What follows belongs to an exercise in optimizing a design on an open flow for small area; a production flow would make more cautious choices. Where RTL was checked, it was by simulation tests only, not by an equivalence proof against the original.

==> build 57: inputs <==
Design aes_inv_round, start of the top module:
module aes_inv_round
(
    input  logic            clk,
    input  logic            rst,
    input  logic            in_valid,
    input  aes_pkg::block_t cipher_block,
    input  aes_pkg::block_t round_key,
    output logic            out_valid,
    output aes_pkg::block_t plain_block
);
export LEC_CHECK = 0
export CAP_MARGIN = 20
export CORE_MARGIN = 2
export CORE_UTILIZATION = 55
export CTS_CLUSTER_DIAMETER = 100
export CTS_CLUSTER_SIZE = 20
export GPL_TIMING_DRIVEN = 0
export SLEW_MARGIN = 20
create_clock -name core_clock -period 5.0 [get_ports {clk}]
standard.sh (not shown) runs the stock make flow with config.mk's settings and CLKGATE_MAP_FILE= SYNTH_SCRIPT=/design/flow/synth_recipe.tcl, a recipe that flattens the netlist after the stock synthesis.
==> flow/flow/run.sh <==
#!/bin/bash
# Own layout flow: the standard layout (standard.sh), except that
#  - Yosys's ABC step uses the area-oriented mapping script in flow/custom.abc
#    (registers, their names and the rest of the synthesis are as in the standard flow);
#  - the port buffers placed on every input and output are the smallest buffer cell;
#  - no extra buffers on nets that only join an internal wire to an output port
#    (SYNTH_INSBUF=0): the port buffer already separates them.
set -euo pipefail
W=$(pwd)
FLOWDIR=$W/flow
# Synthesis script: ORFS's synth.tcl with only the ABC script swapped
sed "s#log_cmd abc {\*}\$abc_args#log_cmd abc {*}[lreplace \$abc_args 1 1 $FLOWDIR/custom.abc]#" \
    "$FLOW_HOME/scripts/synth.tcl" > "$W/own_synth_core.tcl"
grep -q "custom.abc" "$W/own_synth_core.tcl"
sed "s#source \$::env(SCRIPTS_DIR)/synth.tcl#source $W/own_synth_core.tcl#" \
    "$W/synth_recipe.tcl" > "$W/own_synth.tcl"
grep -q "own_synth_core.tcl" "$W/own_synth.tcl"
sed -e "s#SYNTH_SCRIPT=[^ ]*synth_recipe.tcl#SYNTH_SCRIPT=$W/own_synth.tcl#" \
    -e "s#^make #make 'BUFFER_PORTS_ARGS=-buffer_cell sky130_fd_sc_hd__buf_1' SYNTH_INSBUF=0 #" \
    "$W/standard.sh" > "$W/own_standard.sh"
grep -q "own_synth.tcl" "$W/own_standard.sh"
grep -q "BUFFER_PORTS_ARGS" "$W/own_standard.sh"
bash "$W/own_standard.sh" finish > "$W/flow_make.log" 2>&1
==> flow/flow/custom.abc <==
strash; dch; amap
==> inputs of build 51, as changes to build 57 <==
--- a/flow/config.mk
+++ b/flow/config.mk
@@ -9,6 +9,6 @@
 export CORE_MARGIN = 2
 export CORE_UTILIZATION = 55
-export CTS_CLUSTER_DIAMETER = 100
-export CTS_CLUSTER_SIZE = 20
+export CTS_CLUSTER_DIAMETER = 110
+export CTS_CLUSTER_SIZE = 26
 export GPL_TIMING_DRIVEN = 0
 export SLEW_MARGIN = 20
==> flow_metrics.tcl <==
set metrics [dict create \
    run_status "complete, no violations" \
    worst_r2r_path_depth 21 \
    gr-usage-met3_pct 2.97 \
    via_count_normalized_by_instance_count 5.50 \
    worst_ep_required_time_ps 5260 \
    fmax_mhz 216 \
]
Source of the figures above: build 57

==> flow_metrics.tcl <==
set metrics [dict create \
    via_count_normalized_by_instance_count 5.50 \
    run_status "complete, no violations" \
    worst_ep_required_time_ps 5250 \
    gr-usage-met3_pct 3.25 \
    worst_r2r_path_depth 22 \
]
Source of the figures above: build 51

No run of this note included a check of the RTL's function; only the layout flow was run.

* * *

==> job 8321: inputs <==
Another version of the RTL of aes_inv_round (not shown whole).
clock: 5.0 ns
lec_check: 0
cap_margin: 20
core_margin: 2
core_utilization: 55
gpl_timing_driven: 0
slew_margin: 20
==> flow/flow/run.sh <==
#!/bin/bash
# Own layout flow: the standard layout (standard.sh), except that
#  - Yosys's ABC step uses the area-oriented mapping script in flow/custom.abc
#    (registers, their names and the rest of the synthesis are as in the standard flow);
#  - the port buffers placed on every input and output are the smallest buffer cell.
set -euo pipefail
W=$(pwd)
FLOWDIR=$W/flow
# Synthesis script: ORFS's synth.tcl with only the ABC script swapped
sed "s#log_cmd abc {\*}\$abc_args#log_cmd abc {*}[lreplace \$abc_args 1 1 $FLOWDIR/custom.abc]#" \
    "$FLOW_HOME/scripts/synth.tcl" > "$W/own_synth_core.tcl"
grep -q "custom.abc" "$W/own_synth_core.tcl"
sed "s#source \$::env(SCRIPTS_DIR)/synth.tcl#source $W/own_synth_core.tcl#" \
    "$W/synth_recipe.tcl" > "$W/own_synth.tcl"
grep -q "own_synth_core.tcl" "$W/own_synth.tcl"
sed -e "s#SYNTH_SCRIPT=[^ ]*synth_recipe.tcl#SYNTH_SCRIPT=$W/own_synth.tcl#" \
    -e "s#^make #make 'BUFFER_PORTS_ARGS=-buffer_cell sky130_fd_sc_hd__buf_1' #" \
    "$W/standard.sh" > "$W/own_standard.sh"
grep -q "own_synth.tcl" "$W/own_standard.sh"
grep -q "BUFFER_PORTS_ARGS" "$W/own_standard.sh"
bash "$W/own_standard.sh" finish > "$W/flow_make.log" 2>&1
==> flow/flow/custom.abc <==
strash; dch; amap; topo; upsize -D 4000; dnsize -D 4000
==> job 7814 (differences from job 8321) <==
==> flow/flow/custom.abc (replaced) <==
strash; dch; amap
==> summary.txt <==
Layout
  • Layout fillers: 4735
  • Commonest non-fill, non-tap cells in the layout: nor2_1, a21oi_1, clkinv_1
  • Signal buffers share of area: 0.0902
  • Reg area: 0.00646 mm2
  • Area Overhead vs Synth: 20.4%
  • NumNets Final: 5580
  • Layout cells sized above 1: 0.121
  • Multi-input combinational area share: 0.574

Clocking
  • Post-CTS setup buffers: 13

Routing
  • Vias: 33400

Run status
  • Status: timing/DRC/antenna clean

Setup path
  • Data arrival, critical path: 5120 ps
  • Worst Setup SP: stage1_q[66]

Placement
  • Detail Placement HPWL: 68.9 mm
# the run above: job 8321

==> summary.txt <==
Setup path
  • Worst Setup SP: stage1_q[122]
  • Data arrival, critical path: 5110 ps

Layout
  • Multi-input combinational area share: 0.579
  • Layout fillers: 4840
  • Layout cells sized above 1: 0.120
  • Reg area: 0.00646 mm2
  • Signal buffers share of area: 0.0853
  • Area Overhead vs Synth: 20.2%
  • Commonest non-fill, non-tap cells in the layout: nor2_1, clkinv_1, a21oi_1

Placement
  • Detail Placement HPWL: 67.6 mm

Run status
  • Status: timing/DRC/antenna clean
# the run above: job 7814


* * *

==> xenon <==
Another version of the RTL of aes_inv_round (not shown whole).
clock: 5.0 ns
lec_check: 0
cap_margin: 20
core_margin: 2
core_utilization: 55
cts_cluster_diameter: 100
cts_cluster_size: 20
gpl_timing_driven: 0
slew_margin: 20
==> flow/flow/custom.abc <==
strash; dch; amap
Scripts as last shown in full above: flow/flow/run.sh
==> inputs of juniper, as changes to xenon <==
- CTS_CLUSTER_DIAMETER: 100 -> default
- CTS_CLUSTER_SIZE: 20 -> default
==> impl_results.md <==
* Clock buffers and inverters, area share at 0.0372
* Final #Nets at 5280
* Worst-Skew Late Latency at 0.55 ns
* Met1 WL at 35.3 mm
* Slew Limit Headroom at 0.424
* Sequential share of cell area at 0.204
* CP startpoint: round_key[73]
* GRT met3 Usage at 0.0342
* Post-Route WL at 75.6 mm
* All-layer global routing usage at 0.283
* Worst path required time at 5.42 ns
* Least-Margin Pin Slew at 0.855 ns
* Met3 wire length at 4.73 mm
* Status: complete, no violations
That was juniper.
==> impl_results.md <==
* Yosys reg bits at 258
* Met3 wire length at 4.54 mm
* Sequential share of cell area at 0.208
* Final #Nets at 5263
* Status: complete, no violations
* Clock buffers and inverters, area share at 0.0180
* GRT met3 Usage at 0.0276
* Slew Limit Headroom at 0.403
* Least-Margin Pin Slew at 0.886 ns
That was xenon.

* * *

==> job 2596: inputs <==
aes_inv_round, a different RTL version from the one above (not shown whole).
==> flow/config.mk <==
export PLATFORM = sky130hd
export DESIGN_NAME = aes_inv_round
export DESIGN_NICKNAME = aes_inv_round
export VERILOG_FILES = /design/flow/design.v
export SDC_FILE = /design/flow/constraint.sdc
export NUM_CORES = 4
export LEC_CHECK = 0
export CAP_MARGIN = 20
export CORE_MARGIN = 2
export CORE_UTILIZATION = 50
export CTS_CLUSTER_DIAMETER = 110
export CTS_CLUSTER_SIZE = 26
export GPL_TIMING_DRIVEN = 0
export SLEW_MARGIN = 20
==> flow/constraint.sdc <==
create_clock -name core_clock -period 5.0 [get_ports {clk}]
set_input_delay 1.0000 -clock core_clock [delete_from_list [all_inputs] [get_ports {clk}]]
set_output_delay 1.0000 -clock core_clock [all_outputs]
set_load 0.01 [all_outputs]
==> flow/flow/run.sh <==
#!/bin/bash
# Own layout flow: the standard layout (standard.sh), except that
#  - Yosys's ABC step uses the area-oriented mapping script in flow/custom.abc
#    (registers, their names and the rest of the synthesis are as in the standard flow);
#  - the port buffers placed on every input and output are the smallest buffer cell;
#  - no extra buffers on nets that only join an internal wire to an output port
#    (SYNTH_INSBUF=0): the port buffer already separates them;
#  - no half/full adder extraction before ABC (ADDER_MAP_FILE empty), so ABC maps
#    the XOR logic itself.
set -euo pipefail
W=$(pwd)
FLOWDIR=$W/flow
# Synthesis script: ORFS's synth.tcl with only the ABC script swapped
sed "s#log_cmd abc {\*}\$abc_args#log_cmd abc {*}[lreplace \$abc_args 1 1 $FLOWDIR/custom.abc]#" \
    "$FLOW_HOME/scripts/synth.tcl" > "$W/own_synth_core.tcl"
grep -q "custom.abc" "$W/own_synth_core.tcl"
sed "s#source \$::env(SCRIPTS_DIR)/synth.tcl#source $W/own_synth_core.tcl#" \
    "$W/synth_recipe.tcl" > "$W/own_synth.tcl"
grep -q "own_synth_core.tcl" "$W/own_synth.tcl"
sed -e "s#SYNTH_SCRIPT=[^ ]*synth_recipe.tcl#SYNTH_SCRIPT=$W/own_synth.tcl#" \
    -e "s#^make #make 'BUFFER_PORTS_ARGS=-buffer_cell sky130_fd_sc_hd__buf_1' SYNTH_INSBUF=0 ADDER_MAP_FILE= #" \
    "$W/standard.sh" > "$W/own_standard.sh"
grep -q "own_synth.tcl" "$W/own_standard.sh"
grep -q "BUFFER_PORTS_ARGS" "$W/own_standard.sh"
bash "$W/own_standard.sh" finish > "$W/flow_make.log" 2>&1
==> flow/flow/custom.abc <==
strash; &get -n; &dch -f; &nf -R 1000 -F 6 -A 4 -C 32; &put
==> job 5915: changes against job 2596 <==
--- a/flow/flow/run.sh
+++ b/flow/flow/run.sh
@@ -5,7 +5,5 @@
 #  - the port buffers placed on every input and output are the smallest buffer cell;
 #  - no extra buffers on nets that only join an internal wire to an output port
-#    (SYNTH_INSBUF=0): the port buffer already separates them;
-#  - no half/full adder extraction before ABC (ADDER_MAP_FILE empty), so ABC maps
-#    the XOR logic itself.
+#    (SYNTH_INSBUF=0): the port buffer already separates them.
 set -euo pipefail
 W=$(pwd)
@@ -19,5 +17,5 @@
 grep -q "own_synth_core.tcl" "$W/own_synth.tcl"
 sed -e "s#SYNTH_SCRIPT=[^ ]*synth_recipe.tcl#SYNTH_SCRIPT=$W/own_synth.tcl#" \
-    -e "s#^make #make 'BUFFER_PORTS_ARGS=-buffer_cell sky130_fd_sc_hd__buf_1' SYNTH_INSBUF=0 ADDER_MAP_FILE= #" \
+    -e "s#^make #make 'BUFFER_PORTS_ARGS=-buffer_cell sky130_fd_sc_hd__buf_1' SYNTH_INSBUF=0 #" \
     "$W/standard.sh" > "$W/own_standard.sh"
 grep -q "own_synth.tcl" "$W/own_standard.sh"
==> flow/flow/custom.abc (replaced) <==
strash; &get -n; &dch -f; &nf -R 1000; &put
- CORE_UTILIZATION: 50 -> 55
- CTS_CLUSTER_DIAMETER: 110 -> 100
- CTS_CLUSTER_SIZE: 26 -> 20
==> comparison table <==
|  | job 5915 | job 2596 |
|---|---|---|
| Status | complete, no violations | complete, no violations |
| Post-route worst hold slack | 0.540 ns | 0.475 ns |
| Beginning of the worst register-to-register path | stage1_q[21]$_DFF_P_ | stage1_q[101]$_DFF_P_ |
| Worst slew margin relative to its limit | 29.8% | 30.4% |
| Largest net degree at the start of global routing | 51 | 57 |
| Number of instances in the placed design | 3770 | 3839 |
| Tapcells | 600 | 672 |
| Clock transition time at the flip-flop clock pins of the worst setup and hold paths | 0.09 ns | 0.10 ns |
| Weighted congestion at the end of routability-driven global placement | 0.916 | 0.921 |
| Post-place setup slack | 0.250 ns | 0.439 ns |
| Area fraction in compound gates after synthesis | 2.92% | 4.55% |
| Worst stage delay on the critical path | 0.46 ns | 0.60 ns |
| Max stage delay cell, worst path | sky130_fd_sc_hd__dfxtp_1 | sky130_fd_sc_hd__o21ai_0 |
| R2r endpoint | result_q[114]$_DFFE_PP_ | result_q[2]$_DFFE_PP_ |
| Clk Latency, worst-skew pair | 0.52 ns | 0.51 ns |
| Final net count | 3496 | 3442 |
| End point of the critical path | result_q[114]$_DFFE_PP_ | result_q[2]$_DFFE_PP_ |
| Wire length of the first global-routing pass | 89800 µm | 91400 µm |
| Xor and xnor fraction of the mapped netlist area | 58.0% | 59.1% |
| Mapped cell area | 0.0255 mm² | 0.0251 mm² |
| Worst R2R Setup Slack | 0.37 ns | 0.44 ns |
| Number of global-route vias before repair | 18500 | 18800 |
| Beginning of the critical path | stage1_q[21]$_DFF_P_ | stage1_q[101]$_DFF_P_ |
| Area of the die | 0.0480 mm² | 0.0519 mm² |
| Cell depth of the worst setup path | 17 | 15 |

* * *

==> inputs of trial 38 <==
aes_inv_round again, from the RTL that the note above started with.
clock: 5.0 ns
lec_check: 0
cap_margin: 20
core_margin: 2
core_utilization: 55
cts_cluster_diameter: 100
cts_cluster_size: 20
gpl_timing_driven: 0
slew_margin: 20
==> flow/flow/run.sh <==
#!/bin/bash
# Own layout flow: the standard layout (standard.sh), except that
#  - Yosys's ABC step uses the area-oriented mapping script in flow/custom.abc
#    (registers, their names and the rest of the synthesis are as in the standard flow);
#  - the port buffers placed on every input and output are the smallest buffer cell;
#  - no extra buffers on nets that only join an internal wire to an output port
#    (SYNTH_INSBUF=0): the port buffer already separates them;
#  - no half/full adder extraction before ABC (ADDER_MAP_FILE empty), so ABC maps
#    the XOR logic itself.
set -euo pipefail
W=$(pwd)
FLOWDIR=$W/flow
# Synthesis script: ORFS's synth.tcl with only the ABC script swapped
sed "s#log_cmd abc {\*}\$abc_args#log_cmd abc {*}[lreplace \$abc_args 1 1 $FLOWDIR/custom.abc]#" \
    "$FLOW_HOME/scripts/synth.tcl" > "$W/own_synth_core.tcl"
grep -q "custom.abc" "$W/own_synth_core.tcl"
sed "s#source \$::env(SCRIPTS_DIR)/synth.tcl#source $W/own_synth_core.tcl#" \
    "$W/synth_recipe.tcl" > "$W/own_synth.tcl"
grep -q "own_synth_core.tcl" "$W/own_synth.tcl"
sed -e "s#SYNTH_SCRIPT=[^ ]*synth_recipe.tcl#SYNTH_SCRIPT=$W/own_synth.tcl#" \
    -e "s#^make #make 'BUFFER_PORTS_ARGS=-buffer_cell sky130_fd_sc_hd__buf_1' SYNTH_INSBUF=0 ADDER_MAP_FILE= #" \
    "$W/standard.sh" > "$W/own_standard.sh"
grep -q "own_synth.tcl" "$W/own_standard.sh"
grep -q "BUFFER_PORTS_ARGS" "$W/own_standard.sh"
bash "$W/own_standard.sh" finish > "$W/flow_make.log" 2>&1
==> flow/flow/custom.abc <==
strash; &get -n; &dch -f; &nf -R 1000 -F 6 -A 4 -C 32; &put
==> build 94 (differences from trial 38) <==
- CORE_UTILIZATION: 55 -> 60
- CTS_CLUSTER_DIAMETER: 100 -> 110
- CTS_CLUSTER_SIZE: 20 -> 26
==> build 12 (differences from trial 38) <==
- CTS_CLUSTER_DIAMETER: 100 -> 110
- CTS_CLUSTER_SIZE: 20 -> 26
==> impl_metrics.py <==
metrics = {
    "global_routing": {
        "grt_pass1_wl_mm": 91.40,
    },
    "placed_design": {
        "place_inst": 3700,
    },
    "critical_path": {
        "critPathMaxFanout": 5,
        "startpoint": "stage1_q[117]$_DFF_P_",
        "cpPeakStageDelay_ns": 0.46,
    },
    "outcome": {
        "outcome": "finished clean",
    },
    "floorplan": {
        "core_area_mm2": 0.04102,
    },
    "cells_and_area": {
        "final_area_mm2": 0.02772,
        "fin_nets": 3443,
        "nFillCells": 3506,
    },
    "detailed_routing": {
        "met1_length_mm": 23.82,
        "drt_iter0_markers": 833,
    },
    "timing": {
        "fin_crit_sh": 0.8933,
    },
}
# the run above: build 94

==> impl_metrics.py <==
metrics = {
    "outcome": {
        "outcome": "finished clean",
    },
    "critical_path": {
        "critPathMaxFanout": 6,
        "startpoint": "stage1_q[45]$_DFF_P_",
        "cpPeakStageDelay_ns": 0.51,
    },
    "detailed_routing": {
        "met1_length_mm": 25.36,
        "drt_iter0_markers": 893,
    },
    "cells_and_area": {
        "final_area_mm2": 0.02786,
        "nFillCells": 4011,
    },
    "timing": {
        "fin_crit_sh": 0.9042,
    },
    "placed_design": {
        "place_inst": 3768,
    },
    "floorplan": {
        "core_area_mm2": 0.04519,
    },
}
# the run above: trial 38

==> impl_metrics.py <==
metrics = {
    "outcome": {
        "outcome": "finished clean",
    },
    "critical_path": {
        "critPathMaxFanout": 6,
    },
    "floorplan": {
        "core_area_mm2": 0.04519,
    },
    "cells_and_area": {
        "nFillCells": 4003,
        "final_area_mm2": 0.02779,
    },
    "detailed_routing": {
        "drt_iter0_markers": 832,
    },
    "timing": {
        "fin_crit_sh": 0.9071,
    },
}
# the run above: build 12

==> re-timing with driven ports <==
Ports are ideal in the flow. The routed layouts listed here were re-timed in OpenROAD. Step 1: set_driving_cell puts a clkbuf_16 on clk and a buf_2 on each other input, an assumption about the parent block. Step 2, shift: input delay + t, output delay - t, t = (earliest + latest rising clock arrival at the registers) / 2. This alone moves slack from input paths to output paths. Three values: ideal, step 1, step 2; two values: the first two.
| run | t, ns | slack for setup (ns) | clock arrival spread, ns |
|---|---|---|---|
| build 57 | 0.570 | 0.363 / 0.363 / -0.171 | 0.018 / 0.018 |
| build 51 | 0.562 | 0.345 / 0.345 / -0.157 | 0.023 / 0.023 |
| job 8321 | 0.615 | 0.187 / 0.187 / -0.355 | 0.028 / 0.028 |
| job 7814 | 0.609 | 0.187 / 0.187 / -0.312 | 0.029 / 0.029 |
| xenon | 0.583 | 0.320 / 0.307 / -0.228 | 0.021 / 0.021 |
| juniper | 0.598 | 0.324 / 0.327 / -0.238 | 0.013 / 0.014 |
| job 2596 | 0.561 | 0.443 / 0.443 / 0.443 | 0.013 / 0.012 |
| job 5915 | 0.568 | 0.365 / 0.365 / 0.365 | 0.031 / 0.031 |
| trial 38 | 0.569 | 0.479 / 0.479 / 0.479 | 0.027 / 0.027 |
| build 94 | 0.550 | 0.534 / 0.534 / 0.534 | 0.017 / 0.017 |
| build 12 | 0.561 | 0.465 / 0.465 / 0.465 | 0.030 / 0.030 |
With both steps, setup timing fails in 6 of these runs, where it was met with ideal ports. For juniper, which loses most, drivers alone change the setup slack by +0.003 ns; drivers and shift together by -0.562 ns.
